What follows belongs to an exercise in optimizing a design on an open flow for small area and a short achievable clock period; a production flow would make more cautious choices.
In this exercise RTL edits were held to simulation tests only and were not proved equivalent to the original.
No driver is modelled on the clock port, so clocking that relies on it looks cheaper here than on a real chip.

== wip/indigo ==
==> flow/design.v <==
`default_nettype none
package video_pkg;
	localparam int H_TOTAL  = 24;  
	localparam int H_SYNC   = 2;   
	localparam int H_BPORCH = 4;   
	localparam int H_RES    = 16;  
	localparam int V_TOTAL  = 8;   
	localparam int V_SYNC   = 1;   
	localparam int V_BPORCH = 2;   
	localparam int V_RES    = 4;   
	localparam logic HS_POL = 1'b1;
	localparam logic VS_POL = 1'b1;
	localparam int ALIGN_DEPTH = 2;
	localparam int CNT_W = 5;
	typedef enum logic [1:0] {
		PH_SYNC,    
		PH_BPORCH,  
		PH_ACTIVE,  
		PH_FPORCH   
	} line_phase_t;
	typedef struct packed {
		logic [7:0] r;
		logic [7:0] g;
		logic [7:0] b;
	} rgb888_t;
endpackage
`default_nettype wire
`default_nettype none
package buffer_pkg;
	typedef struct packed {
		logic [4:0] r;  
		logic [5:0] g;  
		logic [4:0] b;  
	} rgb565_t;
	localparam int FIFO_DEPTH = 64;  
	localparam int FIFO_AW    = 6;   
endpackage
`default_nettype wire
`timescale 1ns/1ps
`default_nettype none
module video_top (
	input  wire        I_clk,
	input  wire        rst_n1,
	input  wire        de_in,
	input  wire        vs_n_in,    
	input  wire  [7:0] r_in,
	input  wire  [7:0] g_in,
	input  wire  [7:0] b_in,
	output logic       de_out,
	output logic       hs_out,
	output logic       vs_out,
	output logic [7:0] r_out,
	output logic [7:0] g_out,
	output logic [7:0] b_out,
	output logic       overflow,   
	output logic       underflow   
);
	logic        vs_n_d;
	logic        armed;
	logic        wr_en_n;   
	logic [15:0] wr_pixel;
	logic        tg;        
	logic        frame_start;
	assign frame_start = vs_n_d & ~vs_n_in;
	assign wr_en_n     = de_in & (armed | frame_start);
	always_ff @(posedge I_clk or negedge rst_n1)
	begin
		if (!rst_n1)
		begin
			vs_n_d <= 1'b1;
			armed  <= 1'b0;
		end
		else
		begin
			vs_n_d <= vs_n_in;
			if (frame_start)
				armed <= 1'b1;
		end
	end
	always_ff @(posedge I_clk)
		wr_pixel <= {r_in[7:3], g_in[7:2], b_in[7:3]} ^ {16{~tg}};
	logic [4:0] h;
	logic [2:0] v;
	logic       rd_en_n;   
	logic       h_last;
	logic       v_act;
	assign h_last  = (h == 5'd23);
	assign v_act   = (v >= 3'd3) && (v < 3'd7);
	assign rd_en_n = (h >= 5'd4) && (h < 5'd20) && v_act;
	always_ff @(posedge I_clk or negedge rst_n1)
	begin
		if (!rst_n1)
		begin
			h      <= 5'd22;  
			v      <= 3'd7;
			de_out <= 1'b0;
			hs_out <= 1'b0;
			vs_out <= 1'b0;
		end
		else
		begin
			h      <= h_last ? 5'd0 : h + 5'd1;
			if (h_last)
				v <= v + 3'd1;  
			de_out <= (h >= 5'd6) && (h < 5'd22) && v_act;
			hs_out <= (h < 5'd2);
			vs_out <= (v == 3'd0);
		end
	end
	logic [15:0] s [0:63];
	logic [6:0]  count;
	logic        wr_ok;     
	logic        rd_ok;     
	logic        keep_k;    
	logic        clr_k1;    
	logic        ce_wr;     
	logic        co_wr;     
	logic        wpar;      
	logic        ovf_ev;    
	logic        unf_ev;    
	logic [7:0]  wc;        
	logic [7:0]  wr;        
	logic [7:0]  hc [0:3];  
	logic [7:0]  hr;        
	logic       inc, dec;
	logic       is0, is1, is62, is63, is64;
	logic       full_n, empty_n, c63_n, wr_ok_n, rd_ok_n, wpar_n;
	always_comb
	begin
		inc     = wr_ok & ~rd_ok;
		dec     = rd_ok & ~wr_ok;
		is0     = (count == 7'd0);
		is1     = (count == 7'd1);
		is62    = (count == 7'd62);
		is63    = (count == 7'd63);
		is64    = count[6];
		full_n  = (is64 & ~rd_ok) | (is63 & inc);
		empty_n = (is0 & ~wr_ok) | (is1 & dec);
		c63_n   = (is63 & ~inc & ~dec) | (is62 & inc) | (is64 & dec);
		wr_ok_n = wr_en_n & ~full_n;
		rd_ok_n = rd_en_n & ~empty_n;
		wpar_n  = wpar ^ wr_ok;
	end
	always_ff @(posedge I_clk or negedge rst_n1)
	begin
		if (!rst_n1)
		begin
			tg        <= 1'b0;
			count     <= '0;
			wr_ok     <= 1'b0;
			rd_ok     <= 1'b0;
			keep_k    <= 1'b0;
			clr_k1    <= 1'b0;
			ce_wr     <= 1'b0;
			co_wr     <= 1'b0;
			wpar      <= 1'b0;
			ovf_ev    <= 1'b0;
			unf_ev    <= 1'b0;
			wc        <= 8'h01;
			wr        <= 8'h01;
			for (int q = 0; q < 4; q++)
				hc[q] <= 8'h01;
			hr        <= 8'h01;
			overflow  <= 1'b0;
			underflow <= 1'b0;
		end
		else
		begin
			tg     <= ~tg;
			if (inc)
				count <= count + 7'd1;
			else if (dec)
				count <= count - 7'd1;
			wr_ok  <= wr_ok_n;
			rd_ok  <= rd_ok_n;
			keep_k <= full_n & ~rd_ok_n;
			clr_k1 <= wr_ok_n & (~c63_n | rd_ok_n);
			ce_wr  <= wr_ok_n & ~wpar_n;
			co_wr  <= wr_ok_n & wpar_n;
			wpar   <= wpar_n;
			ovf_ev <= wr_en_n & full_n;
			unf_ev <= rd_en_n & empty_n;
			if (wr_ok)
			begin
				wc <= {wc[6:0], wc[7]};
				if (wc[7])
					wr <= {wr[6:0], wr[7]};
			end
			if (rd_ok)
			begin
				for (int q = 0; q < 4; q++)
					hc[q] <= {hc[q][6:0], hc[q][7]};
				if (hc[0][7])
					hr <= {hr[6:0], hr[7]};
			end
			if (ovf_ev)
				overflow <= 1'b1;
			if (unf_ev)
				underflow <= 1'b1;
		end
	end
	logic [7:0]  xk;
	logic [7:0]  xk1;
	logic [7:0]  zc;
	logic [63:0] rsel;
	logic [15:0] ce;    
	logic [15:0] co;    
	always_comb
	begin
		xk  = wc & {8{~keep_k}};
		xk1 = wc & {8{clr_k1}};
		zc  = xk | {xk1[6:0], 1'b0};
		for (int a = 0; a < 8; a++)
		begin
			rsel[8*a] = (wr[a] & xk[0]) | (wr[(a + 7) % 8] & xk1[7]);
			for (int b = 1; b < 8; b++)
				rsel[8*a+b] = wr[a] & zc[b];
		end
		ce = {16{~ce_wr}} | wr_pixel;
		co = {16{~co_wr}} | wr_pixel;
	end
	always_ff @(posedge I_clk)
	begin
		for (int i = 0; i < 64; i++)
			s[i] <= ~(s[i] | ({16{rsel[i]}} & ((i % 2 == 0) ? ce : co)));
	end
	logic [15:0] rd_lo;
	logic [15:0] rd_hi;
	logic [15:0] rd_lo_d;
	logic [15:0] rd_hi_d;
	logic [15:0] row_data [0:7];
	logic        okd;
	always_comb
	begin
		for (int i = 0; i < 8; i++)
		begin
			row_data[i] = '0;
			for (int j = 0; j < 8; j++)
				row_data[i] = row_data[i] | (s[8*i+j] & {16{hc[i/2][j]}});
		end
		rd_lo_d = '0;
		rd_hi_d = '0;
		for (int i = 0; i < 4; i++)
		begin
			rd_lo_d = rd_lo_d | (row_data[i] & {16{hr[i]}});
			rd_hi_d = rd_hi_d | (row_data[i+4] & {16{hr[i+4]}});
		end
	end
	logic [15:0] pix_q;
	always_ff @(posedge I_clk)
	begin
		rd_lo <= rd_lo_d;
		rd_hi <= rd_hi_d;
		okd   <= rd_ok;
		pix_q <= okd ? ((rd_lo | rd_hi) ^ {16{~tg}}) : 16'd0;  
	end
	assign r_out = {pix_q[15:11], 3'b000};
	assign g_out = {pix_q[10:5], 2'b00};
	assign b_out = {pix_q[4:0], 3'b000};
endmodule
`default_nettype wire
clock: 4.0 ns
lec_check: 0
cap_margin: 20
core_margin: 2
core_utilization: 60
cts_cluster_diameter: 100
cts_cluster_size: 25
setup_slack_margin: 2.25
slew_margin: 20
standard.sh (not shown) runs the stock make flow with config.mk's settings and CLKGATE_MAP_FILE= SYNTH_SCRIPT=/design/flow/synth_recipe.tcl, a recipe that flattens the netlist after the stock synthesis.
==> flow/flow/run.sh <==
#!/bin/bash
# Standard layout, except that the clock port drives the first level of the
# clock tree directly: after CTS the root buffer CTS puts at the port (which
# drives only the few buffers of the next level) is removed and those
# buffers are connected to the port net. Every register keeps the same
# number of buffer levels from the port, so the tree stays balanced.
set -euo pipefail
here=$(pwd)
res=$here/orfs/results/$FLOW_PLATFORM/video_top/base
bash standard.sh synth > $here/make_synth.log 2>&1
bash standard.sh floorplan place cts > $here/make_place_cts.log 2>&1
FLOW_RES=$res openroad -no_init -exit $here/flow/rootfix.tcl > $here/rootfix.log 2>&1
bash standard.sh finish > $here/make_finish.log 2>&1
Other scripts of this flow, unchanged in this note and not shown: flow/flow/rootfix.tcl
Input-level comparison between wip/xenon and wip/indigo:
# wip/indigo
export LEC_CHECK = 0
export CAP_MARGIN = 20
export CORE_MARGIN = 2
export CORE_UTILIZATION = 60
export CTS_CLUSTER_DIAMETER = 100
export CTS_CLUSTER_SIZE = 25
export SETUP_SLACK_MARGIN = 2.25
export SLEW_MARGIN = 20
create_clock -name core_clock -period 4.0 [get_ports {I_clk}]
# wip/xenon
export LEC_CHECK = 0
export CAP_MARGIN = 20
export CORE_MARGIN = 2
export CORE_UTILIZATION = 60
export CTS_CLUSTER_DIAMETER = 100
export CTS_CLUSTER_SIZE = 25
export SETUP_SLACK_MARGIN = 2.35
export SLEW_MARGIN = 20
create_clock -name core_clock -period 4.0 [get_ports {I_clk}]
[summary]
Class of the tightest hold or removal check = reg -> reg: wip/indigo; class of the tightest hold or removal check = in -> async: wip/xenon. Relative to wip/indigo, layout-stage area growth over the synthesis result has gone up in wip/xenon. wip/xenon — via count 1012 higher, wip/indigo as reference. There was hardly any difference in number of cells in the design after placement between wip/xenon and wip/indigo. The run showing the greater detailed-route wire length is wip/xenon. Delta(total area of multi-input combinational cells, wip/xenon - wip/indigo) > 0. Against wip/indigo, worst setup slack in wip/xenon came out worse.

==> re-timing with driven ports <==
In the flow no input, the clock included, has a driving cell. The finished layouts below were timed again as built, in two steps.
Step 1, drivers: a clkbuf_16 drives I_clk and a buf_2 each remaining input, both assumed.
Step 2 times the ports against the registers' clock, not the clock port: input delays grow and output delays shrink by t, the midpoint of the rising clock arrivals with the driver on.
Slacks: ideal ports / drivers / drivers and shift; pairs: ideal ports / drivers.
run	t (ns)	slack for setup (ns)	worst setup path after step 2	worst register clock-pin slew, ns	worst data-port slew with drivers (ns)
wip/indigo	0.683	2.216 / 2.083 / 1.814	input to register	0.11 / 0.11	0.05
wip/xenon	0.694	2.178 / 2.040 / 1.878	input to register	0.11 / 0.11	0.04
After both steps setup and hold are still met in every run listed. The setup slack of wip/indigo, which loses most, moves by -0.133 ns with the drivers and by -0.402 ns with both steps.
